Context: an optimization exercise on an open-source flow, tuned for small area and a short achievable clock period. The choices shown serve that exercise and are no tape-out recipe.
RTL that was checked went through simulation tests only; none was proved equivalent to the original.

==> inputs of v33 <==
==> flow/design.v (excerpt) <==
module am_mult_top
(
  input  logic                      clk,
  input  logic                      arst_n,
  input  logic [am_pkg::OP_W-1:0]   a,
  input  logic [am_pkg::OP_W-1:0]   b,
  output logic [am_pkg::PROD_W-1:0] product
);
export LEC_CHECK = 0
export CAP_MARGIN = 20
export CORE_MARGIN = 2
export CORE_UTILIZATION = 65
export CTS_CLUSTER_DIAMETER = 120
export CTS_CLUSTER_SIZE = 22
export SLEW_MARGIN = 20
export SYNTH_HIERARCHICAL = 1
export SYNTH_MINIMUM_KEEP_SIZE = 0
export BUFFER_PORTS_ARGS = -buffer_cell sky130_fd_sc_hd__buf_2
create_clock -name core_clock -period 9.5 [get_ports {clk}]
standard.sh (not shown) runs the stock make flow with config.mk's settings and CLKGATE_MAP_FILE= SYNTH_SCRIPT=/design/flow/synth_recipe.tcl, a recipe that flattens the netlist after the stock synthesis.
==> flow/flow/run.sh <==
#!/bin/bash
set -euo pipefail
echo 'export BUFFER_PORTS_ARGS = -buffer_cell sky130_fd_sc_hd__buf_2' >> config.mk
bash standard.sh > standard.log 2>&1
==> v38 (differences from v33) <==
==> flow/flow/run.sh (replaced) <==
#!/bin/bash
# The standard layout (standard.sh), with one change to how ORFS builds
# it: the ports are buffered with buf_1. buffer_ports otherwise picks a slow
# delay cell (clkdlybuf4s50), which then sits on every output path.
set -euo pipefail
echo 'export BUFFER_PORTS_ARGS = -buffer_cell sky130_fd_sc_hd__buf_1' >> config.mk
bash standard.sh > standard.log 2>&1
--- a/flow/config.mk
+++ b/flow/config.mk
@@ -14,3 +14,3 @@
 export SYNTH_HIERARCHICAL = 1
 export SYNTH_MINIMUM_KEEP_SIZE = 0
-export BUFFER_PORTS_ARGS = -buffer_cell sky130_fd_sc_hd__buf_2
+export BUFFER_PORTS_ARGS = -buffer_cell sky130_fd_sc_hd__buf_1
==> v11 (differences from v33) <==
==> flow/flow/run.sh (replaced) <==
#!/bin/bash
# The standard layout, with two changes to how ORFS builds it:
#  - ports are buffered with buf_2 (buffer_ports otherwise picks a slow
#    delay cell, which sits on every output path);
#  - repair_timing aims for 6.3 ns of setup slack at the design's period,
#    so that it sizes the critical paths (the SDC is not changed).
set -euo pipefail
echo 'export BUFFER_PORTS_ARGS = -buffer_cell sky130_fd_sc_hd__buf_2' >> config.mk
echo 'export SETUP_SLACK_MARGIN = 6.3' >> config.mk
bash standard.sh > standard.log 2>&1
--- a/flow/config.mk
+++ b/flow/config.mk
@@ -6,11 +6,10 @@
 export NUM_CORES = 4
 export LEC_CHECK = 0
-export CAP_MARGIN = 20
+export CAP_MARGIN = 50
 export CORE_MARGIN = 2
 export CORE_UTILIZATION = 65
-export CTS_CLUSTER_DIAMETER = 120
-export CTS_CLUSTER_SIZE = 22
-export SLEW_MARGIN = 20
+export SLEW_MARGIN = 70
 export SYNTH_HIERARCHICAL = 1
 export SYNTH_MINIMUM_KEEP_SIZE = 0
 export BUFFER_PORTS_ARGS = -buffer_cell sky130_fd_sc_hd__buf_2
+export SETUP_SLACK_MARGIN = 6.3
==> v5 (differences from v33) <==
==> flow/flow/run.sh (replaced) <==
#!/bin/bash
# The standard layout, with two changes to how ORFS builds it:
#  - ports are buffered with buf_2 (buffer_ports otherwise picks a slow
#    delay cell, which sits on every output path);
#  - repair_timing aims for 6.3 ns of setup slack at the design's period,
#    so that it sizes the critical paths (the SDC is not changed).
set -euo pipefail
echo 'export BUFFER_PORTS_ARGS = -buffer_cell sky130_fd_sc_hd__buf_2' >> config.mk
echo 'export SETUP_SLACK_MARGIN = 6.3' >> config.mk
bash standard.sh > standard.log 2>&1
--- a/flow/config.mk
+++ b/flow/config.mk
@@ -6,11 +6,12 @@
 export NUM_CORES = 4
 export LEC_CHECK = 0
-export CAP_MARGIN = 20
+export CAP_MARGIN = 50
 export CORE_MARGIN = 2
 export CORE_UTILIZATION = 65
 export CTS_CLUSTER_DIAMETER = 120
 export CTS_CLUSTER_SIZE = 22
-export SLEW_MARGIN = 20
+export SLEW_MARGIN = 70
 export SYNTH_HIERARCHICAL = 1
 export SYNTH_MINIMUM_KEEP_SIZE = 0
 export BUFFER_PORTS_ARGS = -buffer_cell sky130_fd_sc_hd__buf_2
+export SETUP_SLACK_MARGIN = 6.3
==> summary.txt <==
Routing
  – Metal-1 WL: 23.4 mm
  – Post-Route WL: 56.1 mm

Final layout
  – Register area: between 8000 and 9000 sq um
  – Final instance area: 24700 sq um
  – Layout fillers: roughly 2400
  – Bufs w/o clock: 160

Worst setup path
  – Reg-to-reg endpoint: tree_i.cs_q[78]
  – Worst R2R Setup Slack: about 6.3 ns
  – Worst-path cell chain: buf_6 -> a22oi_1 -> xnor2_1 -> fa_1 -> fa_1 -> fa_1 -> fa_1

Timing
  – Setup ws final: 6.34 ns

CTS
  – Clk latency of the worst-skew pair: 0.56 ns

Placement
  – Placed instance count: 2292

Outcome
  – Outcome: timing/DRC/antenna clean
# the run above: v11

==> summary.txt <==
Placement
  – Placed instance count: between 2000 and 2500

Worst setup path
  – Reg-to-reg endpoint: tree_i.cs_q[60]
  – Worst-path cell chain: buf_4 -> a22oi_1 -> xnor2_1 -> fa_1 -> fa_1 -> fa_1 -> fa_1
  – Worst R2R Setup Slack: 6.04 ns

Final layout
  – Bufs w/o clock: 158
  – Layout fillers: 2690
  – Register area: 8150 sq um
  – Final instance area: 23400 sq um

Outcome
  – Outcome: timing/DRC/antenna clean

CTS
  – Clk latency of the worst-skew pair: 0.57 ns
# the run above: v38

==> summary.txt <==
Outcome
  – Outcome: timing/DRC/antenna clean

Routing
  – Metal-1 WL: 23.6 mm

Placement
  – HPWL Detailed: approximately 35 mm

Timing
  – Endpoints failing setup: 0
  – Setup ws final: 6.36 ns

Final layout
  – Final instance area: between 20000 and 25000 sq um
  – Bufs w/o clock: 160
  – Layout fillers: between 2000 and 3000
  – Register area: 8160 sq um

Worst setup path
  – Worst-path cell chain: buf_6 -> a22oi_1 -> xnor2_1 -> fa_1 -> fa_1 -> fa_1 -> fa_1
  – Reg-to-reg endpoint: tree_i.cs_q[78]
  – Worst R2R Setup Slack: 6.36 ns

CTS
  – Clk latency of the worst-skew pair: ~0.55 ns

Logic synthesis
  – Synth top area cells: dfxtp_1, fa_1, xnor2_1, a22oi_1, dfrtp_1

Floorplanning
  – Site Rows: 68
  – Starting Density: 0.660

Worst hold path
  – Hold crit path type: register to register
# the run above: v5

==> summary.txt <==
Outcome
  – Outcome: timing/DRC/antenna clean

Placement
  – Placed instance count: approximately 2300

Final layout
  – Bufs w/o clock: 157
  – Register area: 8150 sq um
  – Layout fillers: 2610
  – Final instance area: 23500 sq um

Worst setup path
  – Worst R2R Setup Slack: around 6.2 ns

CTS
  – Clk latency of the worst-skew pair: ~0.56 ns

Routing
  – Metal-1 WL: 23.5 mm
# the run above: v33


---

==> inputs of run a <==
Starting RTL as in the previous note.
## am_mult_top
module am_mult_top
(
  input  logic                      clk,
  input  logic                      arst_n,
  input  logic [am_pkg::OP_W-1:0]   a,
  input  logic [am_pkg::OP_W-1:0]   b,
  output logic [am_pkg::PROD_W-1:0] product
);
  logic [am_pkg::OP_W-1:0]  a_q;
  logic [am_pkg::NDIG-1:0]  one_q;
  logic [am_pkg::NDIG-1:0]  two_q;
  logic [am_pkg::NDIG-1:0]  neg_q;
  logic                     b23_q;
  logic [am_pkg::CUT_W-1:0] cs_q;
  logic [4:0]               valid;
  always_ff @(posedge clk or negedge arst_n) begin
    if (!arst_n) begin
      valid <= '0;
    end else begin
      valid <= {valid[3:0], 1'b1};
    end
  end
  pp_init_stage ops_i (
    .clk   (clk),
    .a     (a),
    .b     (b),
    .a_q   (a_q),
    .one_q (one_q),
    .two_q (two_q),
    .neg_q (neg_q),
    .b23_q (b23_q)
  );
  csa_row_stage tree_i (
    .clk  (clk),
    .a    (a_q),
    .one  (one_q),
    .two  (two_q),
    .neg  (neg_q),
    .b23  (b23_q),
    .cs_q (cs_q)
  );
  cpa_stage cpa_i (
    .clk     (clk),
    .arst_n  (arst_n),
    .valid   (valid[4]),
    .cs      (cs_q),
    .product (product)
  );
endmodule
export LEC_CHECK = 0
export CAP_MARGIN = 20
export CORE_MARGIN = 2
export CORE_UTILIZATION = 65
export CTS_CLUSTER_DIAMETER = 120
export CTS_CLUSTER_SIZE = 22
export PLACE_DENSITY = 0.8
export SLEW_MARGIN = 20
export SYNTH_HIERARCHICAL = 1
export SYNTH_MINIMUM_KEEP_SIZE = 0
export BUFFER_PORTS_ARGS = -buffer_cell sky130_fd_sc_hd__buf_2
create_clock -name core_clock -period 9.5 [get_ports {clk}]
==> flow/flow/run.sh <==
#!/bin/bash
# The standard layout (standard.sh), with one change to how ORFS builds
# it: the ports are buffered with buf_2. buffer_ports otherwise picks a slow
# delay cell (clkdlybuf4s50), which then sits on every output path.
set -euo pipefail
echo 'export BUFFER_PORTS_ARGS = -buffer_cell sky130_fd_sc_hd__buf_2' >> config.mk
bash standard.sh > standard.log 2>&1
==> run b: changes against run a <==
--- a/flow/config.mk
+++ b/flow/config.mk
@@ -12,3 +12,2 @@
 export CTS_CLUSTER_SIZE = 22
-export PLACE_DENSITY = 0.8
 export SLEW_MARGIN = 20
==> comparison <==
Sequential share of layout area: run a is higher than run b (0.066 points).
Between run a and run b, the lower fmax is in run a (gap about 12%, measured against run b).
In final area, run b and run a hardly differ.
In run a the critical path depth is lower than in run b, by 1.
In area after synthesis, run a and run b do not differ.
Global-route usage: run a is lower than run b (0.20 points).
In wire length, run b and run a hardly differ.

---

==> 12-11: inputs <==
Another version of the RTL of am_mult_top (not shown whole).
export LEC_CHECK = 0
export CAP_MARGIN = 50
export CORE_MARGIN = 2
export CORE_UTILIZATION = 65
export SLEW_MARGIN = 70
export SYNTH_HIERARCHICAL = 1
export SYNTH_MINIMUM_KEEP_SIZE = 0
export TNS_END_PERCENT = 20
export BUFFER_PORTS_ARGS = -buffer_cell sky130_fd_sc_hd__buf_2
export SETUP_SLACK_MARGIN = 6.3
create_clock -name core_clock -period 9.5 [get_ports {clk}]
==> flow/flow/run.sh <==
#!/bin/bash
# The standard layout, with two changes to how ORFS builds it:
#  - ports are buffered with buf_2 (buffer_ports otherwise picks a slow
#    delay cell, which sits on every output path);
#  - repair_timing aims for 6.3 ns of setup slack at the design's period,
#    so that it sizes the critical paths (the SDC is not changed).
set -euo pipefail
echo 'export BUFFER_PORTS_ARGS = -buffer_cell sky130_fd_sc_hd__buf_2' >> config.mk
echo 'export SETUP_SLACK_MARGIN = 6.3' >> config.mk
bash standard.sh > standard.log 2>&1
==> 03-12 (differences from 12-11) <==
==> flow/flow/run.sh (replaced) <==
#!/bin/bash
set -euo pipefail
echo 'export BUFFER_PORTS_ARGS = -buffer_cell sky130_fd_sc_hd__buf_2' >> config.mk
echo 'export SETUP_SLACK_MARGIN = 6.3' >> config.mk
bash standard.sh > standard.log 2>&1
--- a/flow/config.mk
+++ b/flow/config.mk
@@ -8,9 +8,8 @@
 export CAP_MARGIN = 50
 export CORE_MARGIN = 2
-export CORE_UTILIZATION = 65
+export CORE_UTILIZATION = 40
 export SLEW_MARGIN = 70
 export SYNTH_HIERARCHICAL = 1
 export SYNTH_MINIMUM_KEEP_SIZE = 0
-export TNS_END_PERCENT = 20
 export BUFFER_PORTS_ARGS = -buffer_cell sky130_fd_sc_hd__buf_2
 export SETUP_SLACK_MARGIN = 6.3
==> comparison table <==
metric                                                                              12-11                    03-12
Well-Tap Cells                                                                        511                      782
Ratio of cells with drive above 1 in the final layout                               19.9%                    23.7%
Detail-routed via count per cell                                                     6.25                     5.55
Total GRT Usage                                                                     33.4%                    21.2%
Total wirelength of the detailed-routed design                                   64700 um                 67700 um
Clock network contribution to total cell area                                       5.76%                    5.82%
Outcome                                                           complete, no violations  complete, no violations
Net count reported at finish                                                         2467                     2488
Final weighted congestion of routability-driven global placement                    0.916                    0.896
Antenna diode instance count                                                            1                        0
Smallest setup slack after layout                                                 6160 ps                  6240 ps

---

==> inputs of raven <==
Another version of the RTL of am_mult_top (not shown whole).
// am_mult_top
module am_mult_top
(
  input  logic                      clk,
  input  logic                      arst_n,
  input  logic [am_pkg::OP_W-1:0]   a,
  input  logic [am_pkg::OP_W-1:0]   b,
  output logic [am_pkg::PROD_W-1:0] product
);
  logic [am_pkg::OP_W-1:0]  a_q;
  logic [am_pkg::NDIG-1:0]  one_q;
  logic [am_pkg::NDIG-1:0]  two_q;
  logic [am_pkg::NDIG-1:0]  neg_q;
  logic                     b23_q;
  logic [am_pkg::CUT_W-1:0] cs_q;
  logic [4:0]               valid;
  always_ff @(posedge clk or negedge arst_n) begin
    if (!arst_n) begin
      valid <= '0;
    end else begin
      valid <= {valid[3:0], 1'b1};
    end
  end
  pp_init_stage ops_i (
    .clk   (clk),
    .a     (a),
    .b     (b),
    .a_q   (a_q),
    .one_q (one_q),
    .two_q (two_q),
    .neg_q (neg_q),
    .b23_q (b23_q)
  );
  csa_row_stage tree_i (
    .clk  (clk),
    .a    (a_q),
    .one  (one_q),
    .two  (two_q),
  ...
clock: 9.5 ns
lec_check: 0
cap_margin: 50
core_margin: 2
core_utilization: 65
cts_cluster_diameter: 120
cts_cluster_size: 22
slew_margin: 70
synth_hierarchical: 1
synth_minimum_keep_size: 0
buffer_ports_args: -buffer_cell sky130_fd_sc_hd__buf_2
setup_slack_margin: 6.3
==> flow/flow/run.sh <==
#!/bin/bash
# The standard layout, with two changes to how ORFS builds it:
#  - ports are buffered with buf_2 (buffer_ports otherwise picks a slow
#    delay cell, which sits on every output path);
#  - repair_timing aims for 6.3 ns of setup slack at the design's period,
#    so that it sizes the critical paths (the SDC is not changed).
set -euo pipefail
echo 'export BUFFER_PORTS_ARGS = -buffer_cell sky130_fd_sc_hd__buf_2' >> config.mk
echo 'export SETUP_SLACK_MARGIN = 6.3' >> config.mk
bash standard.sh > standard.log 2>&1
==> violet (differences from raven) <==
--- a/flow/design.v
+++ b/flow/design.v
@@ -13,28 +13,38 @@
   output logic [am_pkg::NDIG-1:0]  one_q,
   output logic [am_pkg::NDIG-1:0]  two_q,
   output logic [am_pkg::NDIG-1:0]  neg_q,
   output logic                     b23_q
 );
-  logic [am_pkg::OP_W:0]   bx;
-  logic [am_pkg::NDIG-1:0] one;
-  logic [am_pkg::NDIG-1:0] two;
-  logic [am_pkg::NDIG-1:0] neg;
-  assign bx = {b, 1'b0};
+  logic [2:0][am_pkg::OP_W-1:0] a_r;
+  logic [2:0][am_pkg::OP_W-1:0] b_r;
+  logic [am_pkg::OP_W:0]        bx;
+  logic [am_pkg::NDIG-1:0]      one;
+  logic [am_pkg::NDIG-1:0]      two;
+  logic [am_pkg::NDIG-1:0]      neg;
+  always_ff @(posedge clk) begin
+    a_r[0] <= a;
+    b_r[0] <= b;
+    for (int i = 1; i < 3; i++) begin
+      a_r[i] <= a_r[i-1];
+      b_r[i] <= b_r[i-1];
+    end
+  end
+  assign bx = {b_r[2], 1'b0};
   always_comb begin
     for (int i = 0; i < am_pkg::NDIG; i++) begin
       one[i] = bx[2*i+1] ^ bx[2*i];
       two[i] = (bx[2*i+2] & ~bx[2*i+1] & ~bx[2*i]) | (~bx[2*i+2] & bx[2*i+1] & bx[2*i]);
       neg[i] = bx[2*i+2];
     end
   end
   always_ff @(posedge clk) begin
-    a_q   <= a;
+    a_q   <= a_r[2];
     one_q <= one;
     two_q <= two;
     neg_q <= neg;
-    b23_q <= b[am_pkg::OP_W-1];
+    b23_q <= b_r[2][am_pkg::OP_W-1];
   end
 endmodule
 module am_fa
 (
   input  logic x,
@@ -2188,21 +2198,15 @@
   assign pp342 = pp278 & pp312;
   assign pg343 = pg279 | (pp280 & pg311);
   assign pp344 = pp280 & pp312;
   assign cy = {pg343, pg341, pg339, pg337, pg335, pg333, pg331, pg329, pg327, pg325, pg323, pg321, pg319, pg317, pg315, pg313, pg311, pg309, pg307, pg305, pg303, pg301, pg299, pg297, pg295, pg293, pg291, pg289, pg287, pg285, pg283, pg281, pg247, pg245, pg243, pg241, pg239, pg237, pg235, pg233, pg191, pg189, pg187, pg185, pg139, pg137, pg89, g[0]};
   assign sum = p ^ {cy[am_pkg::PROD_W-2:0], 1'b0};
-  logic [2:0][am_pkg::PROD_W-1:0] p_r;
-  always_ff @(posedge clk) begin
-    p_r[0] <= sum;
-    p_r[1] <= p_r[0];
-    p_r[2] <= p_r[1];
-  end
   always_ff @(posedge clk or negedge arst_n) begin
     if (!arst_n) begin
       product <= '0;
     end else begin
-      product <= valid ? p_r[2] : '0;
+      product <= valid ? sum : '0;
     end
   end
 endmodule
 module am_mult_top
 (
Settings changed: CAP_MARGIN 50 to 20, SLEW_MARGIN 70 to 20.
==> cedar (differences from raven) <==
--- a/flow/design.v
+++ b/flow/design.v
@@ -13,28 +13,38 @@
   output logic [am_pkg::NDIG-1:0]  one_q,
   output logic [am_pkg::NDIG-1:0]  two_q,
   output logic [am_pkg::NDIG-1:0]  neg_q,
   output logic                     b23_q
 );
-  logic [am_pkg::OP_W:0]   bx;
-  logic [am_pkg::NDIG-1:0] one;
-  logic [am_pkg::NDIG-1:0] two;
-  logic [am_pkg::NDIG-1:0] neg;
-  assign bx = {b, 1'b0};
+  logic [2:0][am_pkg::OP_W-1:0] a_r;
+  logic [2:0][am_pkg::OP_W-1:0] b_r;
+  logic [am_pkg::OP_W:0]        bx;
+  logic [am_pkg::NDIG-1:0]      one;
+  logic [am_pkg::NDIG-1:0]      two;
+  logic [am_pkg::NDIG-1:0]      neg;
+  always_ff @(posedge clk) begin
+    a_r[0] <= a;
+    b_r[0] <= b;
+    for (int i = 1; i < 3; i++) begin
+      a_r[i] <= a_r[i-1];
+      b_r[i] <= b_r[i-1];
+    end
+  end
+  assign bx = {b_r[2], 1'b0};
   always_comb begin
     for (int i = 0; i < am_pkg::NDIG; i++) begin
       one[i] = bx[2*i+1] ^ bx[2*i];
       two[i] = (bx[2*i+2] & ~bx[2*i+1] & ~bx[2*i]) | (~bx[2*i+2] & bx[2*i+1] & bx[2*i]);
       neg[i] = bx[2*i+2];
     end
   end
   always_ff @(posedge clk) begin
-    a_q   <= a;
+    a_q   <= a_r[2];
     one_q <= one;
     two_q <= two;
     neg_q <= neg;
-    b23_q <= b[am_pkg::OP_W-1];
+    b23_q <= b_r[2][am_pkg::OP_W-1];
   end
 endmodule
 module am_fa
 (
   input  logic x,
@@ -2188,21 +2198,15 @@
   assign pp342 = pp278 & pp312;
   assign pg343 = pg279 | (pp280 & pg311);
   assign pp344 = pp280 & pp312;
   assign cy = {pg343, pg341, pg339, pg337, pg335, pg333, pg331, pg329, pg327, pg325, pg323, pg321, pg319, pg317, pg315, pg313, pg311, pg309, pg307, pg305, pg303, pg301, pg299, pg297, pg295, pg293, pg291, pg289, pg287, pg285, pg283, pg281, pg247, pg245, pg243, pg241, pg239, pg237, pg235, pg233, pg191, pg189, pg187, pg185, pg139, pg137, pg89, g[0]};
   assign sum = p ^ {cy[am_pkg::PROD_W-2:0], 1'b0};
-  logic [2:0][am_pkg::PROD_W-1:0] p_r;
-  always_ff @(posedge clk) begin
-    p_r[0] <= sum;
-    p_r[1] <= p_r[0];
-    p_r[2] <= p_r[1];
-  end
   always_ff @(posedge clk or negedge arst_n) begin
     if (!arst_n) begin
       product <= '0;
     end else begin
-      product <= valid ? p_r[2] : '0;
+      product <= valid ? sum : '0;
     end
   end
 endmodule
 module am_mult_top
 (
==> flow/flow/run.sh (replaced) <==
#!/bin/bash
# The standard layout (standard.sh), with one change to how ORFS builds
# it: the ports are buffered with buf_2. buffer_ports otherwise picks a slow
# delay cell (clkdlybuf4s50), which then sits on every output path.
set -euo pipefail
echo 'export BUFFER_PORTS_ARGS = -buffer_cell sky130_fd_sc_hd__buf_2' >> config.mk
bash standard.sh > standard.log 2>&1
Settings changed: CAP_MARGIN 50 to 20, PLACE_DENSITY from default to 0.9, SETUP_SLACK_MARGIN 6.3 to default, SLEW_MARGIN 70 to 20.
==> run notes <==
Wire length: violet < raven < cedar.
Of cedar and violet, violet has the higher critical path depth (gap 1).
Against violet, the setup slack of raven is worse by 120 ps.
The highest register-to-register slack belongs to violet, the lowest to cedar.
Between raven and cedar, the lower count of clock-buffer cells in the layout is in cedar (gap 3).
Utilization: raven is higher than violet (1.0 points).
First-iteration DRC count, lowest first: raven, violet, cedar.
==> figures <==
Outcome: raven finished clean; violet finished clean; cedar finished clean
Setup ws final: raven 6210 ps; violet 6330 ps; cedar 5790 ps
Worst-Skew Late Latency: raven 580 ps; violet 560 ps; cedar 560 ps
Cell at the slowest stage of the critical path: raven fa_1; violet fa_1; cedar dfxtp_1
Largest stage delay, worst path: raven 570 ps; violet 540 ps; cedar 1110 ps
Number of ordinary inverters in the final layout: raven 41; violet 45; cedar 45
Metal3 WL: raven 6.48 mm; violet 6.93 mm; cedar 8.19 mm
Clock buffers: raven 31; violet 26; cedar 28
Post-layout minimum cycle time: raven 3290 ps; violet 3170 ps; cedar 3710 ps
Die width: raven 192 um; violet 192 um; cedar 192 um
Placement-stage worst setup slack: raven 6050 ps; violet 6270 ps; cedar 5860 ps
Syn Std Cell Area: raven 0.0230 mm2; violet 0.0229 mm2; cedar 0.0229 mm2
Mux share of post-synthesis cell area: raven 0%; violet 0.219%; cedar 0.219%
Vias in the first global route: raven 14990; violet 14762; cedar 16261
For raven, only the layout was checked, not whether the RTL still works.

what the ideal ports hide:
No port has a modelled driver above. Below, the same layouts with a new extraction and two added sets of constraints. Step 1, drivers: a clkbuf_16 drives clk and a buf_2 each remaining input, both assumed. Step 2, shift: input delay + t, output delay - t, t = (earliest + latest rising clock arrival at the registers) / 2. This alone moves slack from input paths to output paths. Three values: no drivers, after step 1, after step 2; two values: the first two.
run | t (ns) | setup WS [ns] | clock arrival spread, ns | worst data-port slew with drivers (ns)
v33 | 0.605 | 6.232 / 6.232 / 6.232 | 0.023 / 0.023 | 0.04
v38 | 0.596 | 6.043 / 6.043 / 6.043 | 0.049 / 0.048 | 0.04
v11 | 0.608 | 6.337 / 6.337 / 6.337 | 0.024 / 0.024 | 0.05
v5 | 0.594 | 6.356 / 6.356 / 6.356 | 0.032 / 0.032 | 0.05
run a | 0.601 | 5.772 / 5.772 / 5.772 | 0.021 / 0.021 | 0.03
run b | 0.605 | 6.232 / 6.232 / 6.232 | 0.023 / 0.023 | 0.04
12-11 | 0.637 | 6.163 / 6.163 / 6.163 | 0.033 / 0.033 | 0.04
03-12 | 0.645 | 6.241 / 6.241 / 6.241 | 0.021 / 0.022 | 0.03
raven | 0.613 | 6.214 / 6.214 / 6.214 | 0.044 / 0.044 | 0.03
violet | 0.605 | 6.332 / 6.332 / 6.332 | 0.025 / 0.025 | 0.04
cedar | 0.597 | 5.793 / 5.793 / 5.793 | 0.033 / 0.033 | 0.03
After both steps setup and hold are still met in every run listed.
